Source: an optimization exercise on an open RTL-to-GDS flow (aim: small area, a short achievable clock period and few clock cycles per item). Production flows keep margins and buffers that such runs may drop. At most, simulation tests tie the RTL to the original design; equivalence was not proved. Power and IR drop assume default switching activity.

==> inputs of v20 <==
// matmul_engine
module matmul_engine
#(
    parameter int DATA_WIDTH = matmul_pkg::DEF_DATA_WIDTH,
    parameter int BUS_WIDTH  = matmul_pkg::DEF_BUS_WIDTH,
    parameter int DIM        = matmul_pkg::DEF_DIM
) (
    input  logic                          clk_i,
    input  logic                          rst_i,
    input  logic                          start_i,
    input  logic                          mode_i,
    input  logic [DIM*DATA_WIDTH-1:0]     a_col_i,
    input  logic [DIM*DATA_WIDTH-1:0]     b_row_i,
    input  logic                          op_valid_i,
    output logic                          op_ready_o,
    input  logic [DIM*DIM*BUS_WIDTH-1:0]  c_i,
    output logic [DIM*DIM*BUS_WIDTH-1:0]  m_o,
    output logic [DIM*DIM-1:0]            flags_o,
    output logic                          busy_o,
    output logic                          done_o,
    output logic [$clog2(DIM+1)-1:0]      beat_cnt_o
);
clock: 7.0 ns
lec_check: 0
cap_margin: 20
core_margin: 2
core_utilization: 40
setup_slack_margin: 2.5
slew_margin: 20
standard.sh (not shown) runs the stock make flow with config.mk's settings and CLKGATE_MAP_FILE= SYNTH_SCRIPT=/design/flow/synth_recipe.tcl, a recipe that flattens the netlist after the stock synthesis.
==> flow/flow/run.sh <==
#!/bin/bash
# The standard layout with two changes to how it is made:
# - plain buf_1 cells as the input and output port buffers (every port still
#   gets its own buffer);
# - yosys synth without its internal "abc -fast" pre-mapping (-noabc), so
#   that the adder extraction sees the full-adder tree as written. Registers
#   and their names are the same as in the standard synthesis.
# The make output goes to standard.log; ORFS's per-step logs stay under
# orfs/logs/.
set -euo pipefail
export BUFFER_PORTS_ARGS="-buffer_cell sky130_fd_sc_hd__buf_1"
export SYNTH_ARGS="-noabc"
bash standard.sh > standard.log 2>&1
==> v8 (differences from v20) <==
ABC_AREA = 1   (was unset)
SETUP_SLACK_MARGIN = 2.6   (was 2.5)
TNS_END_PERCENT = 50   (was unset)
==> v14 (differences from v20) <==
==> flow/flow/run.sh (replaced) <==
#!/bin/bash
# The standard layout, with plain buf_1 cells as the input and output port
# buffers (every port still gets its own buffer). The make output goes to
# standard.log; ORFS's per-step logs stay under orfs/logs/.
set -euo pipefail
export BUFFER_PORTS_ARGS="-buffer_cell sky130_fd_sc_hd__buf_1"
bash standard.sh > standard.log 2>&1
SETUP_SLACK_MARGIN = 2.6   (was 2.5)
TNS_END_PERCENT = 10   (was unset)
==> notes <==
In v8 the non-clock buffer count is lower than in v14, by 196. Count of clock-buffer cells in the layout, lowest first: v20, v14, v8. Of v20 and v8, v20 has the higher sequential power (gap about 1%, measured against v8). Synthesized area, highest first: v8, v14, v20. Of v20 and v8, v8 has the higher routed wire length (gap 1.9%, measured against v8).
==> figures <==
|  | v20 | v14 | v8 |
|---|---|---|---|
| Fraction of power spent switching nets | 0.509 | 0.507 | 0.555 |
| Global routing usage on met2 | 0.432 | 0.477 | 0.447 |
| Cell Count Post-Placement | 6679 | 7097 | 7794 |
| Fraction of layout cells with a size suffix above 1 | 0.157 | 0.180 | 0.0752 |
| Number of antenna violations at the first check in global routing | 9 | 22 | 26 |
| Clock buf count | 70 | 72 | 78 |
| Hold-critical path depth | 2 | 1 | 2 |
| Area used by multi-input combinational logic | 36000 um^2 | 36800 um^2 | 34400 um^2 |
| Share of cell area taken by multi-input logic gates | 0.657 | 0.642 | 0.650 |
| Routed length on met3 | 11.0 mm | 13.7 mm | 14.4 mm |
| Result of the run | complete, no violations | complete, no violations | complete, no violations |
| Most common cell on crit path | sky130_fd_sc_hd__fa_1 | sky130_fd_sc_hd__buf_6 | sky130_fd_sc_hd__fa_1 |
Testbench counts of v20, summed over its fixed seeds: cycles 8,008, items 1,600.
Testbench counts of v8, summed over its fixed seeds: cycles 8,008, items 1,600.
Testbench counts of v14, summed over its fixed seeds: cycles 8,008, items 1,600.

========
==> inputs of run P <==
matmul_engine, a different RTL version from the one above (not shown whole).
export LEC_CHECK = 0
export CAP_MARGIN = 20
export CORE_MARGIN = 2
export CORE_UTILIZATION = 40
export SETUP_SLACK_MARGIN = 1.7
export SLEW_MARGIN = 20
create_clock -name core_clock -period 7.0 [get_ports {clk_i}]
==> flow/flow/run.sh <==
#!/bin/bash
# The standard layout, with plain buf_1 cells as the input and output port
# buffers (every port still gets its own buffer). The make output goes to
# standard.log; ORFS's per-step logs stay under orfs/logs/.
set -euo pipefail
export BUFFER_PORTS_ARGS="-buffer_cell sky130_fd_sc_hd__buf_1"
bash standard.sh > standard.log 2>&1
==> inputs of run C, as changes to run P <==
--- a/flow/config.mk
+++ b/flow/config.mk
@@ -5,8 +5,9 @@
 export SDC_FILE = /design/flow/constraint.sdc
 export NUM_CORES = 4
 export LEC_CHECK = 0
 export CAP_MARGIN = 20
 export CORE_MARGIN = 2
-export CORE_UTILIZATION = 40
-export SETUP_SLACK_MARGIN = 1.7
+export CORE_UTILIZATION = 55
+export PLACE_DENSITY = 0.7
+export SETUP_SLACK_MARGIN = 2.0
 export SLEW_MARGIN = 20
==> inputs of run A, as changes to run P <==
--- a/flow/design.v
+++ b/flow/design.v
@@ -21,11 +21,11 @@
 );
     logic [16:0] s_q, c_q, s_d, c_d;
     logic [16:0] sum;
     logic        overflow, flag_q, flag_d;
     logic [15:0] res, base;
-    logic pp1, pp2, pp3, pp4, pp5, pp6, pp7, pp8, pp9, pp10, pp11, pp12, pp13, pp14, pp15, pp16, pp17, pp18, pp19, pp20, pp21, pp22, pp23, pp24, pp25, pp26, pp27, pp28, pp29, pp30, pp31, pp32, pp33, pp34, pp35, pp36, pp37, pp38, pp39, pp40, fs41, fc42, fs43, fc44, fs45, fc46, fs47, fc48, fs49, fc50, fs51, fc52, fs53, fc54, fs55, fc56, hs57, hc58, fs59, fc60, fs61, fc62, fs63, fc64, fs65, fc66, fs67, fc68, fs69, fc70, fs71, fc72, fs73, fc74, fs75, fc76, fs77, fc78, hs79, hc80, fs81, fc82, fs83, fc84, fs85, fc86, fs87, fc88, fs89, fc90, fs91, fc92, fs93, fc94, hs95, hc96, fs97, fc98, fs99, fc100, fs101, fc102, fs103, fc104, fs105, fc106, hs107, hc108, fs109, fc110, fs111, fc112, fs113, fc114, fs115, fc116, fs117, fc118;
+    logic pp1, pp2, pp3, pp4, pp5, pp6, pp7, pp8, pp9, pp10, pp11, pp12, pp13, pp14, pp15, pp16, pp17, pp18, pp19, pp20, pp21, pp22, pp23, pp24, pp25, pp26, pp27, pp28, pp29, pp30, pp31, pp32, pp33, pp34, pp35, pp36, pp37, pp38, pp39, pp40, hs41, hc42, hs43, hc44, fs45, fc46, hs47, hc48, fs49, fc50, hs51, hc52, fs53, fc54, fs55, fc56, hs57, hc58, fs59, fc60, fs61, fc62, hs63, hc64, fs65, fc66, fs67, fc68, fs69, fc70, hs71, hc72, fs73, fc74, fs75, fc76, fs77, fc78, hs79, hc80, fs81, fc82, fs83, fc84, fs85, fc86, fs87, fc88, fs89, fc90, fs91, fc92, fs93, fc94, hs95, hc96, fs97, fc98, fs99, fc100, fs101, fc102, fs103, fc104, fs105, fc106, hs107, hc108, fs109, fc110, fs111, fc112, fs113, fc114, hs115, hc116, fs117, fc118;
     assign sum      = s_q + c_q;
     assign overflow = sum[16] != sum[15];
     assign res      = overflow ? {sum[16], {15{!sum[16]}}} : sum[15:0];
     assign acc_o    = res;
     assign flag_o   = flag_q || overflow;
@@ -73,50 +73,50 @@
     assign pp36 = ((bo_one[3] & a_i[5]) | (bo_two[3] & a_i[4])) ^ bo_neg[3];
     assign pp37 = ((bo_one[3] & a_i[6]) | (bo_two[3] & a_i[5])) ^ bo_neg[3];
     assign pp38 = ((bo_one[3] & a_i[7]) | (bo_two[3] & a_i[6])) ^ bo_neg[3];
     assign pp39 = ((bo_one[3] & a_i[7]) | (bo_two[3] & a_i[7])) ^ bo_neg[3];
     assign pp40 = ~pp39;
-    assign fs41 = bo_neg[0] ^ base[0] ^ pp1;
-    assign fc42 = (bo_neg[0] & base[0]) | (bo_neg[0] & pp1) | (base[0] & pp1);
-    assign fs43 = base[1] ^ pp2 ^ fc42;
-    assign fc44 = (base[1] & pp2) | (base[1] & fc42) | (pp2 & fc42);
+    assign hs41 = bo_neg[0] ^ base[0];
+    assign hc42 = bo_neg[0] & base[0];
+    assign hs43 = base[1] ^ hc42;
+    assign hc44 = base[1] & hc42;
     assign fs45 = bo_neg[1] ^ base[2] ^ pp3;
     assign fc46 = (bo_neg[1] & base[2]) | (bo_neg[1] & pp3) | (base[2] & pp3);
-    assign fs47 = pp11 ^ fs45 ^ fc44;
-    assign fc48 = (pp11 & fs45) | (pp11 & fc44) | (fs45 & fc44);
+    assign hs47 = pp11 ^ hc44;
+    assign hc48 = pp11 & hc44;
     assign fs49 = base[3] ^ pp4 ^ pp12;
     assign fc50 = (base[3] & pp4) | (base[3] & pp12) | (pp4 & pp12);
-    assign fs51 = fc46 ^ fs49 ^ fc48;
-    assign fc52 = (fc46 & fs49) | (fc46 & fc48) | (fs49 & fc48);
+    assign hs51 = hc48 ^ fc46;
+    assign hc52 = hc48 & fc46;
     assign fs53 = bo_neg[2] ^ base[4] ^ pp5;
     assign fc54 = (bo_neg[2] & base[4]) | (bo_neg[2] & pp5) | (base[4] & pp5);
     assign fs55 = pp13 ^ pp21 ^ fc50;
     assign fc56 = (pp13 & pp21) | (pp13 & fc50) | (pp21 & fc50);
-    assign hs57 = fs53 ^ fs55;
-    assign hc58 = fs53 & fs55;
+    assign hs57 = fs53 ^ hc52;
+    assign hc58 = fs53 & hc52;
     assign fs59 = base[5] ^ pp6 ^ pp14;
     assign fc60 = (base[5] & pp6) | (base[5] & pp14) | (pp6 & pp14);
     assign fs61 = pp22 ^ fc54 ^ fs59;
     assign fc62 = (pp22 & fc54) | (pp22 & fs59) | (fc54 & fs59);
-    assign fs63 = fc56 ^ fs61 ^ hc58;
-    assign fc64 = (fc56 & fs61) | (fc56 & hc58) | (fs61 & hc58);
+    assign hs63 = fc56 ^ hc58;
+    assign hc64 = fc56 & hc58;
     assign fs65 = bo_neg[3] ^ base[6] ^ pp7;
     assign fc66 = (bo_neg[3] & base[6]) | (bo_neg[3] & pp7) | (base[6] & pp7);
     assign fs67 = pp15 ^ pp23 ^ pp31;
     assign fc68 = (pp15 & pp23) | (pp15 & pp31) | (pp23 & pp31);
     assign fs69 = fc60 ^ fs65 ^ fs67;
     assign fc70 = (fc60 & fs65) | (fc60 & fs67) | (fs65 & fs67);
-    assign fs71 = fc62 ^ fs69 ^ fc64;
-    assign fc72 = (fc62 & fs69) | (fc62 & fc64) | (fs69 & fc64);
+    assign hs71 = fc62 ^ fs69;
+    assign hc72 = fc62 & fs69;
     assign fs73 = base[7] ^ pp8 ^ pp16;
     assign fc74 = (base[7] & pp8) | (base[7] & pp16) | (pp8 & pp16);
     assign fs75 = pp24 ^ pp32 ^ fc66;
     assign fc76 = (pp24 & pp32) | (pp24 & fc66) | (pp32 & fc66);
     assign fs77 = fc68 ^ fs73 ^ fc70;
     assign fc78 = (fc68 & fs73) | (fc68 & fc70) | (fs73 & fc70);
-    assign hs79 = fs75 ^ fs77;
-    assign hc80 = fs75 & fs77;
+    assign hs79 = fs75 ^ hc72;
+    assign hc80 = fs75 & hc72;
     assign fs81 = ~(base[8] ^ pp10);
     assign fc82 = base[8] | pp10;
     assign fs83 = pp17 ^ pp25 ^ pp33;
     assign fc84 = (pp17 & pp25) | (pp17 & pp33) | (pp25 & pp33);
     assign fs85 = fc74 ^ fs81 ^ fs83;
@@ -147,29 +147,29 @@
     assign fc110 = (base[12] & pp30) | (base[12] & pp37) | (pp30 & pp37);
     assign fs111 = fc104 ^ fs109 ^ fc106;
     assign fc112 = (fc104 & fs109) | (fc104 & fc106) | (fs109 & fc106);
     assign fs113 = ~(base[13] ^ pp38);
     assign fc114 = base[13] | pp38;
-    assign fs115 = fc110 ^ fs113 ^ fc112;
-    assign fc116 = (fc110 & fs113) | (fc110 & fc112) | (fs113 & fc112);
+    assign hs115 = fc110 ^ fs113;
+    assign hc116 = fc110 & fs113;
     assign fs117 = base[14] ^ pp40 ^ fc114;
     assign fc118 = (base[14] & pp40) | (base[14] & fc114) | (pp40 & fc114);
-    assign s_d[0] = fs41;
-    assign c_d[0] = 1'b0;
-    assign s_d[1] = fs43;
-    assign c_d[1] = 1'b0;
-    assign s_d[2] = fs47;
-    assign c_d[2] = 1'b0;
-    assign s_d[3] = fs51;
-    assign c_d[3] = 1'b0;
-    assign s_d[4] = fc52;
+    assign s_d[0] = pp1;
+    assign c_d[0] = hs41;
+    assign s_d[1] = pp2;
+    assign c_d[1] = hs43;
+    assign s_d[2] = fs45;
+    assign c_d[2] = hs47;
+    assign s_d[3] = fs49;
+    assign c_d[3] = hs51;
+    assign s_d[4] = fs55;
     assign c_d[4] = hs57;
-    assign s_d[5] = fs63;
-    assign c_d[5] = 1'b0;
-    assign s_d[6] = fs71;
-    assign c_d[6] = 1'b0;
-    assign s_d[7] = fc72;
+    assign s_d[5] = fs61;
+    assign c_d[5] = hs63;
+    assign s_d[6] = hc64;
+    assign c_d[6] = hs71;
+    assign s_d[7] = fs77;
     assign c_d[7] = hs79;
     assign s_d[8] = hc80;
     assign c_d[8] = fs87;
     assign s_d[9] = fc88;
     assign c_d[9] = hs95;
@@ -177,13 +177,13 @@
     assign c_d[10] = fs101;
     assign s_d[11] = fc102;
     assign c_d[11] = hs107;
     assign s_d[12] = hc108;
     assign c_d[12] = fs111;
-    assign s_d[13] = fs115;
-    assign c_d[13] = 1'b0;
-    assign s_d[14] = fc116;
+    assign s_d[13] = fc112;
+    assign c_d[13] = hs115;
+    assign s_d[14] = hc116;
     assign c_d[14] = fs117;
     assign s_d[15] = ~base[15];
     assign c_d[15] = fc118;
     assign s_d[16] = 1'b1;
     assign c_d[16] = 1'b0;
@@ -252,11 +252,11 @@
             assign lo  = bx[2*k];
             assign mid = bx[2*k+1];
             assign hi  = bx[2*k+2];
             assign bo_one[j][k] = accept && (mid ^ lo);
             assign bo_two[j][k] = accept && ((hi && !mid && !lo) || (!hi && mid && lo));
-            assign bo_neg[j][k] = hi;
+            assign bo_neg[j][k] = accept && hi;
         end
     end
     for (genvar i = 0; i < DIM; i++) begin : g_row
         for (genvar j = 0; j < DIM; j++) begin : g_col
             pe_sat #(
==> flow/run.sh (new file) <==
#!/bin/bash
# synth_recipe.tcl (not shown) runs the flow's synth.tcl, then flattens the netlist and writes it again
# the make line also repeats each setting of config.mk as NAME=value (left out here)
make -C /OpenROAD-flow-scripts/flow DESIGN_CONFIG=/design/flow/config.mk WORK_HOME=/design/flow/orfs CLKGATE_MAP_FILE= SYNTH_SCRIPT=/design/flow/synth_recipe.tcl finish
--- a/flow/config.mk
+++ b/flow/config.mk
@@ -6,7 +6,6 @@
 export NUM_CORES = 4
 export LEC_CHECK = 0
 export CAP_MARGIN = 20
 export CORE_MARGIN = 2
 export CORE_UTILIZATION = 40
-export SETUP_SLACK_MARGIN = 1.7
 export SLEW_MARGIN = 20
removed: flow/flow/run.sh
removed: flow/standard.sh
==> impl_metrics.ini <==
[run_status]
status = complete, no violations

[logic_synthesis]
netlist_instances = 5372
ys_seq_area_share_pct = 18.0
synthSimpleGateAreaFrac_pct = 9.11

[power]
p_total_mw = 32.6

[setup_path]
cp_max_fo = 54

[final_layout]
syn2layout_area_growth_pct = 12.0
-- figures above: run P

==> impl_metrics.ini <==
[run_status]
status = complete, no violations

[setup_path]
cp_max_fo = 69
crit_family = adder cells

[drt]
firstDrtPassIters = 6

[final_layout]
syn2layout_area_growth_pct = 11.5
finalNonFillerCells = 6919
fin_area_mm2 = 0.0522
multi_input_area_mm2 = 0.0347

[power]
pg_clk_mw = 2.95
p_total_mw = 32.9

[timing]
max_slew.worst_pin.slew_ns = 1.21
tns_ns = 0

[logic_synthesis]
synthSimpleGateAreaFrac_pct = 9.11
synth_ff_type = dfxtp_1

[hold_path]
whs_endpoint = beat_cnt_q[2]
-- figures above: run C

==> impl_metrics.ini <==
[logic_synthesis]
ys_seq_area_share_pct = 20.5
synth_common_cells = dfxtp_1 (533), ha_1 (498), inv_1 (445), xnor2_1 (441), nand2_1 (425)
netlist_instances = 5914
synthSimpleGateAreaFrac_pct = 10.2
synthAdderAreaFrac_pct = 29.1

[setup_path]
slowest_stage = nor2b_1
crit_buf_inv = 2
crit_path_frequent_cell = nor2_1
cp_max_fo = 12

[hold_path]
whs_endpoint = g_row[2].g_col[2].u_pe.flag_q

[power]
p_total_mw = 30.5

[clock_network]
cts_buffers = 67

[final_layout]
syn2layout_area_growth_pct = 18.6

[floorplanning]
dieArea_mm2 = 0.133

[run_status]
status = complete, no violations
-- figures above: run A

Testbench counts of run A, summed over its fixed seeds: cycles 8,008, items 1,600.
Function not checked in run P and run C: the RTL went through the layout flow alone.

## what the ideal ports hide
Ports are ideal in the flow. The routed layouts listed here were re-timed in OpenROAD.
Step 1: set_driving_cell puts a clkbuf_16 on clk_i and a buf_2 on each other input, an assumption about the parent block.
Step 2, shift: input delay + t, output delay - t, t = (earliest + latest rising clock arrival at the registers) / 2. This alone moves slack from input paths to output paths.
Slacks: no drivers / after step 1 / after step 2; pairs: no drivers / after step 1.
run | t (ns) | setup slack, ns | worst setup path after step 2 | worst data-port slew with drivers (ns)
v20 | 0.726 | 2.513 / 2.453 / 1.842 | input to register | 0.26
v8 | 0.733 | 2.645 / 2.633 / 1.962 | input to register | 0.17
v14 | 0.744 | 2.416 / 2.341 / 1.857 | input to register | 0.21
run P | 0.724 | 1.785 / 1.733 / 1.030 | input to register | 0.16
run C | 0.687 | 2.005 / 1.975 / 1.288 | input to register | 0.15
run A | 0.717 | 1.036 / 0.962 / 0.836 | input to register | 0.14
After both steps setup and hold are still met in every run listed. The setup slack of run P, which loses most, moves by -0.052 ns with the drivers and by -0.755 ns with both steps.
